From an optimization exercise on the open Yosys and OpenROAD flow, aimed at a short achievable clock period and few clock cycles per item; shortcuts taken in it are not production practice.
The RTL was checked by simulation tests, not by an equivalence proof against the original design.
Power is estimated from default activity; no workload was simulated.

==> flow/config.mk <==
export PLATFORM = sky130hd
export DESIGN_NAME = etcpu_top
export DESIGN_NICKNAME = etcpu_top
export VERILOG_FILES = /design/flow/design.v
export SDC_FILE = /design/flow/constraint.sdc
export NUM_CORES = 4
export LEC_CHECK = 0
export ABC_CLOCK_PERIOD_IN_PS = 2000
export CAP_MARGIN = 20
export CORE_MARGIN = 2
export CORE_UTILIZATION = 40
export SETUP_SLACK_MARGIN = 3
export SLEW_MARGIN = 20
==> flow/constraint.sdc <==
create_clock -name core_clock -period 5.0 [get_ports {clk}]
set_input_delay 1.0000 -clock core_clock [delete_from_list [all_inputs] [get_ports {clk}]]
set_output_delay 1.0000 -clock core_clock [all_outputs]
set_load 0.01 [all_outputs]
==> flow/design.v <==
`timescale 1ns/1ps
`default_nettype none
package etcpu_pkg;
   localparam int XLEN   = 32;  
   localparam int REG_AW = 5;   
   localparam logic [6:0] OPC_OP     = 7'b0110011;  
   localparam logic [6:0] OPC_OP_IMM = 7'b0010011;  
   localparam logic [6:0] OPC_LUI    = 7'b0110111;  
   localparam logic [6:0] OPC_LOAD   = 7'b0000011;  
   localparam logic [6:0] OPC_STORE  = 7'b0100011;  
   localparam logic [6:0] F7_ALT     = 7'b0100000;  
endpackage
`default_nettype wire
`timescale 1ns/1ps
`default_nettype none
module regfile (
   input  logic        clk,
   input  logic [4:0]  rs1,    
   input  logic [4:0]  rs2,    
   output logic [31:0] rd1,    
   output logic [31:0] rd2,    
   input  logic        we,     
   input  logic [4:0]  wa,     
   input  logic [31:0] wd      
);
   logic [31:0] regs [1:31];  
   always_ff @(posedge clk) begin
      if (we) begin
         regs[wa] <= wd;
      end
   end
   assign rd1 = (rs1 == 5'd0) ? 32'd0 : regs[rs1];
   assign rd2 = (rs2 == 5'd0) ? 32'd0 : regs[rs2];
endmodule
`default_nettype wire
`timescale 1ns/1ps
`default_nettype none
module etcpu_core (
   input  logic        clk,
   input  logic        rst_n,
   output logic [31:0] inst_mem_addr,
   input  logic [31:0] inst_mem_dat,
   output logic        main_mem_cs,
   output logic        main_mem_wen,
   output logic [31:0] main_mem_addr,
   output logic [31:0] main_mem_wdata,
   input  logic [31:0] main_mem_rdata
);
   logic [7:0]  pc;         
   logic [31:0] ir;
   logic        ir_v;
   logic        stall;
   assign inst_mem_addr = {22'd0, pc, 2'b00};
   always_ff @(posedge clk) begin
      if (!rst_n) begin
         pc   <= 8'd0;
         ir_v <= 1'b0;
      end else if (!stall) begin
         pc   <= pc + 8'd1;
         ir_v <= 1'b1;
      end
   end
   always_ff @(posedge clk) begin
      if (!stall) ir <= inst_mem_dat;
   end
   logic        e_wr, e_ld, e_st;
   logic [4:0]  e_rd;
   logic        e_add, e_sub, e_sll, e_slt, e_sltu, e_xor, e_srl, e_sra, e_or, e_and;
   logic [31:0] e_opa, e_opb, e_sd;
   logic        e_byp_a, e_byp_b, e_byp_sd, e_ld_sd;
   logic        m_wr, m_ld, m_st;
   logic [4:0]  m_rd;
   logic [31:0] m_res, m_sd;
   logic        w_wr;
   logic [4:0]  w_rd;
   logic [31:0] w_res;
   logic [6:0]  opc;
   logic [4:0]  rd, rs1, rs2;
   logic [2:0]  f3;
   logic        alt;
   logic        is_op, is_opi, is_lui, is_ld, is_st, is_alu;
   logic        d_wr;
   logic [31:0] imm_i, imm_s, imm_u;
   logic [31:0] rf1, rf2, v1, v2;
   logic        e_hit1, e_hit2;
   assign opc = ir[6:0];
   assign rd  = ir[11:7];
   assign f3  = ir[14:12];
   assign rs1 = ir[19:15];
   assign rs2 = ir[24:20];
   assign alt = (ir[31:25] == etcpu_pkg::F7_ALT);
   assign is_op  = ir_v && (opc == etcpu_pkg::OPC_OP);
   assign is_opi = ir_v && (opc == etcpu_pkg::OPC_OP_IMM);
   assign is_lui = ir_v && (opc == etcpu_pkg::OPC_LUI);
   assign is_ld  = ir_v && (opc == etcpu_pkg::OPC_LOAD);
   assign is_st  = ir_v && (opc == etcpu_pkg::OPC_STORE);
   assign is_alu = is_op || is_opi;
   assign d_wr   = (is_alu || is_lui || is_ld) && (rd != 5'd0);
   assign imm_i = {{20{ir[31]}}, ir[31:20]};
   assign imm_s = {{20{ir[31]}}, ir[31:25], ir[11:7]};
   assign imm_u = {ir[31:12], 12'd0};
   regfile regfile_i (
      .clk (clk),
      .rs1 (rs1),
      .rs2 (rs2),
      .rd1 (rf1),
      .rd2 (rf2),
      .we  (w_wr),
      .wa  (w_rd),
      .wd  (w_res)
   );
   function automatic logic [31:0] fwd(input logic [4:0] r, input logic [31:0] rf_val);
      if (m_wr && (m_rd == r))      fwd = m_ld ? main_mem_rdata : m_res;
      else if (w_wr && (w_rd == r)) fwd = w_res;
      else                          fwd = rf_val;
   endfunction
   assign v1 = fwd(rs1, rf1);
   assign v2 = fwd(rs2, rf2);
   assign e_hit1 = e_wr && (e_rd == rs1);
   assign e_hit2 = e_wr && (e_rd == rs2);
   assign stall = e_ld && ((e_hit1 && (is_alu || is_ld || is_st)) ||
                           (e_hit2 && is_op));
   always_ff @(posedge clk) begin
      if (!rst_n || stall) begin
         e_wr <= 1'b0;
         e_ld <= 1'b0;
         e_st <= 1'b0;
      end else begin
         e_wr <= d_wr;
         e_ld <= is_ld;
         e_st <= is_st;
      end
   end
   always_ff @(posedge clk) begin
      e_rd     <= rd;
      e_add    <= !(is_alu && (f3 != 3'd0)) && !(is_op && alt);
      e_sub    <= is_op && (f3 == 3'd0) && alt;
      e_sll    <= is_alu && (f3 == 3'd1);
      e_slt    <= is_alu && (f3 == 3'd2);
      e_sltu   <= is_alu && (f3 == 3'd3);
      e_xor    <= is_alu && (f3 == 3'd4);
      e_srl    <= is_alu && (f3 == 3'd5) && !alt;
      e_sra    <= is_alu && (f3 == 3'd5) && alt;
      e_or     <= is_alu && (f3 == 3'd6);
      e_and    <= is_alu && (f3 == 3'd7);
      e_opa    <= is_lui ? 32'd0 : v1;
      e_opb    <= is_op ? v2 : is_st ? imm_s : is_lui ? imm_u : imm_i;
      e_sd     <= v2;
      e_byp_a  <= !is_lui && e_hit1;
      e_byp_b  <= is_op && e_hit2;
      e_byp_sd <= e_hit2 && !e_ld;
      e_ld_sd  <= e_hit2 && e_ld;
   end
   logic [31:0] a, b, sd, sum, res;
   logic [4:0]  sh;
   logic        lt_s, lt_u;
   assign a  = e_byp_a ? m_res : e_opa;
   assign b  = e_byp_b ? m_res : e_opb;
   assign sd = e_ld_sd ? main_mem_rdata : e_byp_sd ? m_res : e_sd;
   assign sh = b[4:0];
   assign sum  = e_sub ? (a - b) : (a + b);
   assign lt_s = $signed(a) < $signed(b);
   assign lt_u = a < b;
   assign res = ({32{e_add | e_sub}} & sum)
              | ({32{e_sll}}  & (a << sh))
              | ({32{e_srl}}  & (a >> sh))
              | ({32{e_sra}}  & $unsigned($signed(a) >>> sh))
              | ({32{e_xor}}  & (a ^ b))
              | ({32{e_or}}   & (a | b))
              | ({32{e_and}}  & (a & b))
              | {31'd0, (e_slt & lt_s) | (e_sltu & lt_u)};
   always_ff @(posedge clk) begin
      if (!rst_n) begin
         m_wr <= 1'b0;
         m_ld <= 1'b0;
         m_st <= 1'b0;
      end else begin
         m_wr <= e_wr;
         m_ld <= e_ld;
         m_st <= e_st;
      end
   end
   always_ff @(posedge clk) begin
      m_rd  <= e_rd;
      m_res <= res;
      m_sd  <= sd;
   end
   assign main_mem_cs    = m_ld || m_st;
   assign main_mem_wen   = m_st;
   assign main_mem_addr  = {m_res[31:2], 2'b00};
   assign main_mem_wdata = m_sd;
   always_ff @(posedge clk) begin
      if (!rst_n) w_wr <= 1'b0;
      else        w_wr <= m_wr;
   end
   always_ff @(posedge clk) begin
      w_rd  <= m_rd;
      w_res <= m_ld ? main_mem_rdata : m_res;
   end
endmodule
`default_nettype wire
`timescale 1ns/1ps
`default_nettype none
module etcpu_top (
   input  wire         clk,
   input  wire         rst_n,            
   output wire [31:0]  inst_mem_addr,    
   input  wire [31:0]  inst_mem_dat,     
   output wire         main_mem_cs,      
   output wire         main_mem_wen,     
   output wire [31:0]  main_mem_addr,    
   output wire [31:0]  main_mem_wdata,   
   input  wire [31:0]  main_mem_rdata    
);
   etcpu_core core_i (
      .clk            (clk),
      .rst_n          (rst_n),
      .inst_mem_addr  (inst_mem_addr),
      .inst_mem_dat   (inst_mem_dat),
      .main_mem_cs    (main_mem_cs),
      .main_mem_wen   (main_mem_wen),
      .main_mem_addr  (main_mem_addr),
      .main_mem_wdata (main_mem_wdata),
      .main_mem_rdata (main_mem_rdata)
   );
endmodule
`default_nettype wire
==> flow/run.sh <==
#!/bin/bash
# synth_recipe.tcl (not shown) runs the flow's synth.tcl, then flattens the netlist and writes it again
# the make line also repeats each setting of config.mk as NAME=value (left out here)
make -C /OpenROAD-flow-scripts/flow DESIGN_CONFIG=/design/flow/config.mk WORK_HOME=/design/flow/orfs CLKGATE_MAP_FILE= SYNTH_SCRIPT=/design/flow/synth_recipe.tcl finish
==> results.txt <==
## power breakdown
group	internal, mW	total [mW]	switching (mW)
clock network	5.86	10.1	4.28
registers	12.6	13.8	1.18
logic	2.67	5.71	3.04
## path summary, 6_finish.rpt
| kind | start | end | cells after the start | slack, ns |
|---|---|---|---|---|
| hold / removal | core_i.e_rd[4] | core_i.m_rd[4] | 0 | 0.40 |
| setup / recovery | core_i.e_byp_a | core_i.m_res[30] | 17 | 1.37 |
| hold reg to reg | core_i.e_rd[4] | core_i.m_rd[4] | 0 | 0.40 |
| setup reg to reg | core_i.e_byp_a | core_i.m_res[30] | 17 | 1.37 |
## metal layers
metal  up-vias  share of wire, %
li1      18926                 -
met1     24066                37
met2      2795                46
met3       731               9.4
met4         2               7.5
met5         -            0.0051
## cell usage after synthesis (all sizes together), types with 11 or more instances
library cell	instances	area share (%)
a222oi	19	0.29
edfxtp	1024	47
a21o	42	0.49
inv	141	0.82
a31oi	27	0.26
mux2	36	0.63
ha	98	1.9
nand2b	13	0.13
a21oi	202	1.6
mux2i	351	5.6
clkbuf	198	1.1
o211ai	20	0.23
nor2	307	1.8
and3	11	0.11
nor4	15	0.14
nor3	21	0.16
xor2	34	0.46
and2	17	0.16
buf	204	1.8
nand2	174	1.0
nor2b	16	0.15
a211oi	158	1.8
dfxtp	247	7.6
nand4	14	0.14
a22oi	30	0.35
xnor2	41	0.55
o21ai	177	1.4
nand3	41	0.32
a221o	20	0.31
a221oi	15	0.20
mux4	548	19
## critical path, delay by kind of cell (launching register included)
| family | cells | cell delay, ns |
|---|---|---|
| compound gates | 6 | 1.19 |
| simple gates | 1 | 0.17 |
| xor+xnor | 1 | 0.08 |
| flops | 1 | 0.39 |
| fa+ha+maj | 1 | 0.46 |
| buf+inv | 7 | 1.02 |
| mux | 1 | 0.20 |
## timing repair
item,CTS,global route
buffers inserted,379,141
gates cloned,44,7
hold endpoints to repair,0,0
pin swaps,131,139
resized for setup,1188,270
endpoints found under the setup margin,1186,359
## final cells by class
| cell class | count | area (sq um) |
|---|---|---|
| well taps | 2160 | 2700 |
| multi-input cells | 2620 | 30200 |
| repair buffers | 897 | 10700 |
| clock buffers | 193 | 3870 |
| fillers | 12867 | 76000 |
| diodes | 9 | 22.5 |
| flip-flops and latches | 1271 | 36000 |
| clock inverters | 47 | 519 |
| inverters | 143 | 557 |
## stage by stage
step	cells	setup slack, ns
2_1_floorplan	4432	1.49
3_3_place_gp	6516	0.799
3_5_place_dp	6520	0.779
4_1_cts	7183	1.40
5_1_grt	7338	1.33
6_report	7340	1.37
## sequential cells by signal, summed over array words and instances (netlist names), 5 cells and up, named ones only
name	cells
core_i.e_opa	32
core_i.e_opb	32
core_i.e_rd	5
core_i.e_sd	32
core_i.ir	32
core_i.m_rd	5
core_i.m_res	32
core_i.m_sd	32
core_i.pc	8
core_i.regfile_i.regs	992
core_i.w_rd	5
core_i.w_res	32
## cells by family (layout without fill, tap and decap cells)
group           Yosys count  in the layout  share of synthesized area (%)
other cells               1             35                        0.00579
buf+inv                 545           1280                           3.82
xor+xnor                 75             75                           1.01
simple gates            664            666                           4.50
mux                     935            935                           25.3
fa+ha+maj               100            100                           1.96
flops                  1271           1271                           55.1
compound gates          816            818                           8.30
==> results.txt <==
* Req. time, crit path at about 5.7 ns
* Pin count of the biggest net entering global routing at 70
* Status: finished clean
* Synthesis warning total at 2
* Inserted Clock Buffers at between 100 and 150
* GR Util met2 at a little under half
* Power per Cell Area at roughly 350 nW/um^2
* Share of the cycle needed by the critical path after routing at roughly 73%
* Via count at between 40000 and 50000
* DR iter-0 viols at 6066
* Syn Area/Cell at 14.7 sq um
* First-pass GRT wire length at 350000 um
* Cell area after synthesis at ~65000 sq um
* Worst-case clock skew at 0.0235 ns
* Die Wd at ~400 um
* Final setup fails at 0
* Slowest cell on crit path: ha_2
* Layout cells sized above 1 at a little over two fifths
* Routed WL per cell at between 30 and 40 um
* Antenna Nets Post-Route at 0
* Cell mode on critical path: buf_12
* Hold WS at 0.399 ns
* Worst path arrival time at 4.30 ns
* Total track usage at around 30%
* Final hold vios at 0
* Core area at between 150000 and 200000 sq um
* Critical path class: register to register
* Vias per cell at approximately 6.3
* Most used DFF post-synth: edfxtp_1
* Sequential-to-total area share from yosys stat at 55.1%
* Die Span Y at a little over 400 um
* Slew @ Worst Pin at 1.19 ns
* I/O pin total at between 150 and 200
* Worst Setup End Kind: register
* Design area at 84500 sq um
* Fin util at a little over half
* Die ar. at about 170000 sq um
* Initial antenna violation count at 7
* Worst VDD drop at around 0.00025 V
* Skew-Pair Late Insertion Delay at around 0.8 ns
* Minimum clock period at 3.63 ns
* Met1 usage in global routing at about 39%
* Unrepaired setup endpoints after global routing: true
* Vias in the first global route at 45449
* Clock Sinks at between 1000 and 1500
* CTS clock-pin slew for the worst setup and hold paths at roughly 0.060 ns
* Yosys reg bits at roughly 1300
* Crit path cell chain: buf_12 > buf_12 > buf_12 > buf_12 > mux2i_4 > ha_2 > inv_1 > a21oi_2 > or3_4 > o211ai_1 > buf_4 > a2111oi_4 > buf_4 > o22ai_4 > a21oi_2 > xor2_1 > a221o_1
* Final #Nets at roughly 5200
* DP HPWL at 153000 um
* Asr flop ratio synth at 0%
* CTS tree: yes
* Final WL at 253000 um
* Residual DRC count at 0
* M3 GR Usage at roughly 6.4%
* Placed inst area at 69300 sq um
* Max-slew violation count at 0
* Most used routing layer: met2
* Crit-path max FO at 9
* Leading cell type in the layout, fill and taps excluded: edfxtp_1
* Min-Delay Path Class: register to register
* Slowest stage delay, CP at about 0.46 ns
* Starting Density at between 40% and 50%
* Slew HR at between 20% and 30%
* Placer congestion estimate at about 1.0
* FMAX at between 200 and 300 MHz
* Root Buffer: clkbuf_16
* DR pass1 iterations at 5
* CTS max path bufs at 3
* Commonest cells after routing, fill and taps aside: edfxtp_1 (1024), mux4_2 (548), buf_4 (415)
* Area Overhead vs Synth at 30.5%
* Post-Syn Instances at between 4000 and 5000
* # rows at approximately 150
* Sum of negative setup slack at 0 ns
* Tot Pwr at about 30 mW
* Gr ovfl total at 0
* Number of max-cap violations at 0
* CTS Hold Bufs at 0
* Synth unique cells at just over 80
* Type of element launching the critical path: register
* Port bufs at between 100 and 150
* Leak at just under 30 nW
* H-Tree Depth at 4
* Count of flip-flops with a built-in enable after synthesis at 1024
Testbench counts, summed over its fixed seeds: cycles 16,025, instrs 15,616.

separate check: timing with driven ports:
No port has a modelled driver above. Below, the same layout with a new extraction and two added sets of constraints.
Step 1: set_driving_cell puts a clkbuf_16 on clk and a buf_2 on each other input, an assumption about the parent block.
Step 2 moves the port delays by t, midway between the first and last clock arrival at a register: inputs arrive t later, outputs are due t later. That takes back most of the time a late clock gives input paths.
Three values: ideal, step 1, step 2; two values: the first two.
t (ns): 0.874
slack for setup (ns): 1.374 / 1.374 / 1.374
worst setup path after step 2: register to register
slew at the worst register clock pin (ns): 0.07 / 0.07
worst data-port slew with drivers (ns): 0.12
After both steps setup and hold are still met in this run. For this run, drivers alone change the setup slack by 0.000 ns; drivers and shift together by 0.000 ns.
